What follows belongs to an exercise in optimizing a design on an open flow for small area and few clock cycles; a production flow would make more cautious choices. At most, simulation tests tie the RTL to the original design; equivalence was not proved. The clock port is modelled as an ideal driver; clocking choices that lean on that would not hold on a real chip. No activity file was given, so power comes from the tool's default toggle rates.

== violet ==
==> flow/design.v <==
`timescale 1ns/1ps
module image_capture_top (
  input  logic         clk,
  input  logic         mem_reset,
  input  logic         trigger,
  input  logic [15:0]  height,       
  input  logic [28:0]  start_addr,   
  input  logic [25:0]  s_beat,       
  input  logic         s_valid,
  output logic         s_ready,
  output logic         frame_done,
  output logic         skipped,
  output logic         mem_wr_req,
  output logic [156:0] mem_wr_cmd,   
  input  logic         mem_wr_ack,
  output logic         frame_written
);
  localparam logic [1:0] ST_IDLE  = 2'd0;
  localparam logic [1:0] ST_FLUSH = 2'd1;   
  localparam logic [1:0] ST_WAIT  = 2'd2;   
  localparam logic [1:0] ST_STORE = 2'd3;   
  logic [1:0]  state;
  logic [15:0] lines_left;  
  logic [1:0]  slot;        
  logic [95:0] pix;         
  logic [28:3] wr_addr;     
  logic [2:0]  addr_lo;     
  logic sof, eol;
  logic idle;               
  logic fwd;                
  logic word_free;          
  logic fire;               
  logic ack;                
  logic line_last;
  logic [15:0] lborrow;     
  logic [25:0] acarry;      
  assign sof = s_beat[1];
  assign eol = s_beat[0];
  assign ack       = mem_wr_req && mem_wr_ack;
  assign word_free = !mem_wr_req || mem_wr_ack;
  assign idle      = !state[1];
  assign fwd       = (state == ST_STORE) || ((state == ST_WAIT) && sof);
  assign s_ready   = fwd ? word_free : 1'b1;
  assign fire      = s_valid && fwd && word_free;
  assign line_last = (lines_left == 16'd1);
  always_comb begin
    lborrow[0] = 1'b1;
    acarry[0]  = 1'b1;
    for (int i = 1; i < 16; i++) lborrow[i] = lborrow[i-1] && !lines_left[i-1];
    for (int i = 1; i < 26; i++) acarry[i]  = acarry[i-1] && wr_addr[i+2];
  end
  always_ff @(posedge clk or posedge mem_reset) begin
    if (mem_reset) begin
      state         <= ST_IDLE;
      mem_wr_req    <= 1'b0;
      skipped       <= 1'b0;
    end else begin
      skipped       <= 1'b0;
      if (ack) begin
        mem_wr_req <= 1'b0;
      end
      if (fire && (slot == 2'd3)) mem_wr_req <= 1'b1;
      if (idle) begin
        if (frame_written) state <= ST_IDLE;
        if (trigger) state <= ST_WAIT;
        if (s_valid && sof) skipped <= 1'b1;
      end else if (fire) begin
        state <= ST_STORE;
        if (eol && line_last) begin
          state <= ST_FLUSH;   
        end
      end
    end
  end
  assign frame_written = (state == ST_FLUSH) && !mem_wr_req;
  assign frame_done    = frame_written;
  always_ff @(posedge clk) begin
    if (idle) begin
      slot <= 2'd0;
    end else begin
      slot <= slot + {1'b0, fire};
    end
    for (int i = 0; i < 16; i++) begin
      if (idle) begin
        lines_left[i] <= height[i];   
      end else begin
        lines_left[i] <= lines_left[i] ^ (fire && eol && lborrow[i]);
      end
    end
    if (fire) begin
      pix <= {pix[71:0], s_beat[25:2]};
    end
    addr_lo <= start_addr[2:0];   
    for (int i = 0; i < 26; i++) begin
      if (trigger) begin
        wr_addr[i+3] <= start_addr[i+3];
      end else begin
        wr_addr[i+3] <= wr_addr[i+3] ^ (ack && acarry[i]);
      end
    end
  end
  assign mem_wr_cmd = {wr_addr, addr_lo,
                       pix[95:72], 8'hff, pix[71:48], 8'hff,
                       pix[47:24], 8'hff, pix[23:0],  8'hff};
endmodule
Settings: LEC_CHECK=0, CAP_MARGIN=20, CORE_MARGIN=2, CORE_UTILIZATION=50, SLEW_MARGIN=20; clock period 4.5 ns.
standard.sh (not shown) runs the stock make flow with config.mk's settings and CLKGATE_MAP_FILE= SYNTH_SCRIPT=/design/flow/synth_recipe.tcl, a recipe that flattens the netlist after the stock synthesis.
==> flow/flow/run.sh <==
#!/bin/bash
# Standard ORFS layout, with: the logic re-mapped for area after floorplan (restructure), and one
# tie cell for the constant outputs; the smallest buffer on each port; a clock tree of small
# buffers (upsized after CTS where their slew is high); logic cells downsized after CTS where
# slack allows. Each tool's output is in flow_standard.log and the ORFS logs under orfs/logs.
set -euo pipefail
export BUFFER_PORTS_ARGS="-buffer_cell sky130_fd_sc_hd__buf_1"
export CTS_ARGS="-repair_clock_nets -buf_list sky130_fd_sc_hd__clkbuf_4 -dont_use_dummy_load"
export SKIP_REPAIR_TIE_FANOUT=1
export RESTRUCTURE_DIR="$(pwd)/restructure"
export RESTRUCTURE_LIB="$RESTRUCTURE_DIR/restructure.lib"
mkdir -p "$RESTRUCTURE_DIR"
python3 flow/filter_lib.py "$FLOW_HOME/platforms/sky130hd/lib/sky130_fd_sc_hd__tt_025C_1v80.lib" \
  "$RESTRUCTURE_LIB" > filter_lib.log 2>&1
export POST_FLOORPLAN_TCL="$(pwd)/flow/post_floorplan.tcl"
export POST_CTS_TCL="$(pwd)/flow/post_cts.tcl"
bash standard.sh > flow_standard.log 2>&1
rm -f "$RESTRUCTURE_LIB"
==> flow/flow/filter_lib.py <==
#!/usr/bin/env python3
"""Copy a Liberty file without the cells the platform marks don't-use (its lpflow and probe
cells), so that restructure's ABC run cannot map logic onto them.
usage: filter_lib.py SRC DST"""
import re
import sys

DROP = re.compile(r"lpflow|probe")

src, dst = sys.argv[1], sys.argv[2]
text = open(src).read()
cell = re.compile(r'\n[ \t]*cell[ \t]*\([ \t]*"?([A-Za-z0-9_]+)"?[ \t]*\)[ \t]*\{')
out = []
pos = 0
dropped = 0
while True:
    m = cell.search(text, pos)
    if not m:
        out.append(text[pos:])
        break
    depth, i = 1, m.end()
    while depth:
        j = text.find("{", i)
        k = text.find("}", i)
        if j != -1 and j < k:
            depth, i = depth + 1, j + 1
        else:
            depth, i = depth - 1, k + 1
    out.append(text[pos:m.start()])
    if DROP.search(m.group(1)):
        dropped += 1
    else:
        out.append(text[m.start():i])
    pos = i
open(dst, "w").write("".join(out))
print(f"filter_lib: dropped {dropped} cells")
==> flow/flow/post_floorplan.tcl <==
# After floorplan: re-map the logic between the registers for area with OpenROAD's restructure
# (ABC on the combinational logic only; registers and ports are left as synthesis made them).
# ABC reads a copy of the library without the platform's don't-use cells (run.sh makes it).
report_design_area
restructure -target area -liberty_file $::env(RESTRUCTURE_LIB) \
  -tielo_port sky130_fd_sc_hd__conb_1/LO -tiehi_port sky130_fd_sc_hd__conb_1/HI \
  -work_dir $::env(RESTRUCTURE_DIR) -abc_logfile $::env(RESTRUCTURE_DIR)/abc.log
report_design_area
foreach inst [[ord::get_db_block] getInsts] {
  if {[regexp {lpflow|probe} [[$inst getMaster] getName]]} {
    error "restructure used the don't-use cell [[$inst getMaster] getName]"
  }
}
source [file join [file dirname [info script]] merge_ties.tcl]
report_design_area
Other scripts of this flow, unchanged in this note and not shown: flow/flow/merge_ties.tcl, flow/flow/post_cts.tcl
violet went all the way through the flow, and no timing, DRC or antenna check failed.
What nickel does differently from violet at the input level:
# violet
export LEC_CHECK = 0
export CAP_MARGIN = 20
export CORE_MARGIN = 2
export CORE_UTILIZATION = 50
export SLEW_MARGIN = 20
create_clock -name core_clock -period 4.5 [get_ports {clk}]
# nickel
export LEC_CHECK = 0
export ABC_AREA = 1
export CAP_MARGIN = 20
export CORE_MARGIN = 2
export CORE_UTILIZATION = 50
export SLEW_MARGIN = 20
create_clock -name core_clock -period 4.5 [get_ports {clk}]
-- flow/flow/run.sh --
<<< violet, line 11
export RESTRUCTURE_LIB="$RESTRUCTURE_DIR/restructure.lib"
mkdir -p "$RESTRUCTURE_DIR"
python3 flow/filter_lib.py "$FLOW_HOME/platforms/sky130hd/lib/sky130_fd_sc_hd__tt_025C_1v80.lib" \
  "$RESTRUCTURE_LIB" > filter_lib.log 2>&1
>>> nickel, line 11
<<< violet, line 18
rm -f "$RESTRUCTURE_LIB"
>>> nickel, line 14
-- flow/flow/post_floorplan.tcl --
<<< violet, line 3
# ABC reads a copy of the library without the platform's don't-use cells (run.sh makes it).
>>> nickel, line 3
file mkdir $::env(RESTRUCTURE_DIR)
set lib [lindex $::env(LIB_FILES) 0]
<<< violet, line 5
restructure -target area -liberty_file $::env(RESTRUCTURE_LIB) \
>>> nickel, line 6
restructure -target area -liberty_file $lib \
<<< violet, line 9
foreach inst [[ord::get_db_block] getInsts] {
  if {[regexp {lpflow|probe} [[$inst getMaster] getName]]} {
    error "restructure used the don't-use cell [[$inst getMaster] getName]"
  }
}
>>> nickel, line 10
removed: flow/flow/filter_lib.py
## What came out
Compared with violet, nickel shows a lower initial core utilization.
Clock period minus final worst setup slack in nickel vs violet: up 0.21 ns
Final-layout worst hold slack was lower in violet than in nickel.
Comparing violet and nickel, the higher floorplan core area was measured on violet.
Changes observed in nickel relative to violet: cell count after synthesis went up; power attributed to combinational cells climbed 12%; number of signal-net buffers in the layout went up 4.
No functional check of the RTL was part of any run of this note.

========
image_capture_top, a different RTL version from the one above (not shown whole).
Size: ~430 cells after synthesis, about 240 I/O pins, ~5500 µm² of cells after synthesis.
## image_capture_top
module image_capture_top (
  input  logic         clk,
  input  logic         mem_reset,
  input  logic         trigger,
  input  logic [15:0]  height,       
  input  logic [28:0]  start_addr,   
  input  logic [25:0]  s_beat,       
  input  logic         s_valid,
  output logic         s_ready,
  output logic         frame_done,
  output logic         skipped,
  output logic         mem_wr_req,
  output logic [156:0] mem_wr_cmd,   
  input  logic         mem_wr_ack,
  output logic         frame_written
);
  localparam logic [1:0] ST_IDLE  = 2'd0;
  localparam logic [1:0] ST_FLUSH = 2'd1;   
  localparam logic [1:0] ST_WAIT  = 2'd2;   
  localparam logic [1:0] ST_STORE = 2'd3;   
  logic [1:0]  state;
  logic [15:0] lines_left;  
  logic [1:0]  slot;        
  logic [95:0] pix;         
  logic [28:3] wr_addr;     
  logic [2:0]  addr_lo;     
  logic sof, eol;
  logic idle;               
  logic fwd;                
  logic word_free;          
  logic fire;               
  logic ack;                
  logic line_last;
  ...
Settings: LEC_CHECK=0, ABC_AREA=1, CAP_MARGIN=20, CORE_MARGIN=2, CORE_UTILIZATION=50, SLEW_MARGIN=20; clock period 4.5 ns.
==> flow/flow/run.sh <==
#!/bin/bash
# Standard ORFS layout, with: the logic re-mapped for area after floorplan; the smallest buffer on
# each port; a clock tree of small buffers (upsized after CTS where their slew is high); logic
# cells downsized after CTS where slack allows; and one tie cell for the constant outputs.
set -euo pipefail
export BUFFER_PORTS_ARGS="-buffer_cell sky130_fd_sc_hd__buf_1"
export CTS_ARGS="-repair_clock_nets -buf_list sky130_fd_sc_hd__clkbuf_4 -dont_use_dummy_load"
export SKIP_REPAIR_TIE_FANOUT=1
export RESTRUCTURE_DIR="$(pwd)/restructure"
export POST_FLOORPLAN_TCL="$(pwd)/flow/post_floorplan.tcl"
export POST_CTS_TCL="$(pwd)/flow/post_cts.tcl"
bash standard.sh > flow_standard.log 2>&1
==> flow/flow/post_floorplan.tcl <==
# After floorplan: re-map the logic between the registers for area with OpenROAD's restructure
# (ABC on the combinational logic only; registers and ports are left as synthesis made them).
file mkdir $::env(RESTRUCTURE_DIR)
set lib [lindex $::env(LIB_FILES) 0]
report_design_area
restructure -target area -liberty_file $lib \
  -tielo_port sky130_fd_sc_hd__conb_1/LO -tiehi_port sky130_fd_sc_hd__conb_1/HI \
  -work_dir $::env(RESTRUCTURE_DIR) -abc_logfile $::env(RESTRUCTURE_DIR)/abc.log
report_design_area
source [file join [file dirname [info script]] merge_ties.tcl]
report_design_area
Other scripts of this flow, unchanged in this note and not shown: flow/flow/merge_ties.tcl, flow/flow/post_cts.tcl
The baseline ran to the end with no violations.
Testbench counts at the start, summed over its fixed seeds: cycles 15,331.
Then changed:
==> flow/flow/run.sh (replaced) <==
#!/bin/bash
# Standard ORFS layout, with: the logic re-mapped for area after floorplan (restructure), and one
# tie cell for the constant outputs; the smallest buffer on each port; a clock tree of small
# buffers (upsized after CTS where their slew is high); logic cells downsized after CTS where
# slack allows. Each tool's output is in flow_standard.log and the ORFS logs under orfs/logs.
set -euo pipefail
export BUFFER_PORTS_ARGS="-buffer_cell sky130_fd_sc_hd__buf_1"
export CTS_ARGS="-repair_clock_nets -buf_list sky130_fd_sc_hd__clkbuf_4 -dont_use_dummy_load"
export SKIP_REPAIR_TIE_FANOUT=1
export RESTRUCTURE_DIR="$(pwd)/restructure"
export RESTRUCTURE_LIB="$RESTRUCTURE_DIR/restructure.lib"
mkdir -p "$RESTRUCTURE_DIR"
python3 flow/filter_lib.py "$FLOW_HOME/platforms/sky130hd/lib/sky130_fd_sc_hd__tt_025C_1v80.lib" \
  "$RESTRUCTURE_LIB" > filter_lib.log 2>&1
export POST_FLOORPLAN_TCL="$(pwd)/flow/post_floorplan.tcl"
export POST_CTS_TCL="$(pwd)/flow/post_cts.tcl"
bash standard.sh > flow_standard.log 2>&1
rm -f "$RESTRUCTURE_LIB"
==> flow/flow/filter_lib.py (new file) <==
#!/usr/bin/env python3
"""Copy a Liberty file without the cells the platform marks don't-use (its lpflow and probe
cells), so that restructure's ABC run cannot map logic onto them.
usage: filter_lib.py SRC DST"""
import re
import sys

DROP = re.compile(r"lpflow|probe")

src, dst = sys.argv[1], sys.argv[2]
text = open(src).read()
cell = re.compile(r'\n[ \t]*cell[ \t]*\([ \t]*"?([A-Za-z0-9_]+)"?[ \t]*\)[ \t]*\{')
out = []
pos = 0
dropped = 0
while True:
    m = cell.search(text, pos)
    if not m:
        out.append(text[pos:])
        break
    depth, i = 1, m.end()
    while depth:
        j = text.find("{", i)
        k = text.find("}", i)
        if j != -1 and j < k:
            depth, i = depth + 1, j + 1
        else:
            depth, i = depth - 1, k + 1
    out.append(text[pos:m.start()])
    if DROP.search(m.group(1)):
        dropped += 1
    else:
        out.append(text[m.start():i])
    pos = i
open(dst, "w").write("".join(out))
print(f"filter_lib: dropped {dropped} cells")
==> flow/flow/post_floorplan.tcl (replaced) <==
# After floorplan: re-map the logic between the registers for area with OpenROAD's restructure
# (ABC on the combinational logic only; registers and ports are left as synthesis made them).
# ABC reads a copy of the library without the platform's don't-use cells (run.sh makes it).
report_design_area
restructure -target area -liberty_file $::env(RESTRUCTURE_LIB) \
  -tielo_port sky130_fd_sc_hd__conb_1/LO -tiehi_port sky130_fd_sc_hd__conb_1/HI \
  -work_dir $::env(RESTRUCTURE_DIR) -abc_logfile $::env(RESTRUCTURE_DIR)/abc.log
report_design_area
foreach inst [[ord::get_db_block] getInsts] {
  if {[regexp {lpflow|probe} [[$inst getMaster] getName]]} {
    error "restructure used the don't-use cell [[$inst getMaster] getName]"
  }
}
source [file join [file dirname [info script]] merge_ties.tcl]
report_design_area
--- a/flow/config.mk
+++ b/flow/config.mk
@@ -7,6 +7,5 @@
 export LEC_CHECK = 0
-export ABC_AREA = 1
 export CAP_MARGIN = 20
 export CORE_MARGIN = 2
-export CORE_UTILIZATION = 50
+export CORE_UTILIZATION = 65
 export SLEW_MARGIN = 20
After rerunning: Wire length is lower by a few percent; global-route usage is higher by 4.3 points; non-clock buffer count is lower by 2; critical path depth is lower by 1; register-to-register slack gets better by 0.02 ns; clock power is lower slightly; die area is lower by about a fifth; hold slack gets better by 0.027 ns; via count is higher slightly; synthesized area is higher by a few percent; cell count is lower by a few percent.
Then changed:
--- a/flow/config.mk
+++ b/flow/config.mk
@@ -9,3 +9,3 @@
 export CORE_MARGIN = 2
-export CORE_UTILIZATION = 65
+export CORE_UTILIZATION = 35
 export SLEW_MARGIN = 20
Effect: Non-clock buffer count grows by 1; cell count climbs by about 16%; worst hold slack got worse by 0.049 ns; clock skew went down by 0.0092 ns; wire length went up by about 8%; utilization drops by 31 points; total power grows by 1.6%; fmax came out lower by 1.2%; combinational power stays flat; setup slack loses 0.051 ns.

## port drivers added, routing unchanged
How much do the figures lean on ideal ports? The routed layouts below were timed once more, with nothing changed but the port constraints. Step 1 assumes that a clkbuf_16 drives the clock port and a buf_2 every other input. Step 2 times the ports against the registers' clock, not the clock port: input delays grow and output delays shrink by t, the midpoint of the rising clock arrivals with the driver on. Slacks: ideal / step 1 / step 2; pairs: ideal / step 1.
run | t (ns) | setup slack, ns | hold WS [ns] | worst setup path at the end
violet | 0.431 | 0.754 / 0.754 / 0.513 | 0.323 / 0.310 / 0.430 | input to register
nickel | 0.389 | 0.548 / 0.563 / 0.175 | 0.343 / 0.327 / 0.430 | input to register
the first run of note 2 | 0.413 | 0.535 / 0.544 / 0.130 | 0.348 / 0.341 / 0.438 | input to register
the second run of note 2 | 0.413 | 0.430 / 0.434 / 0.020 | 0.375 / 0.364 / 0.435 | input to register
the third run of note 2 | 0.440 | 0.379 / 0.389 / -0.051 | 0.327 / 0.318 / 0.443 | input to register
With both steps, setup timing fails in the third run of note 2, where it was met with ideal ports. The setup slack of the third run of note 2, which loses most, moves by +0.010 ns with the drivers and by -0.430 ns with both steps.
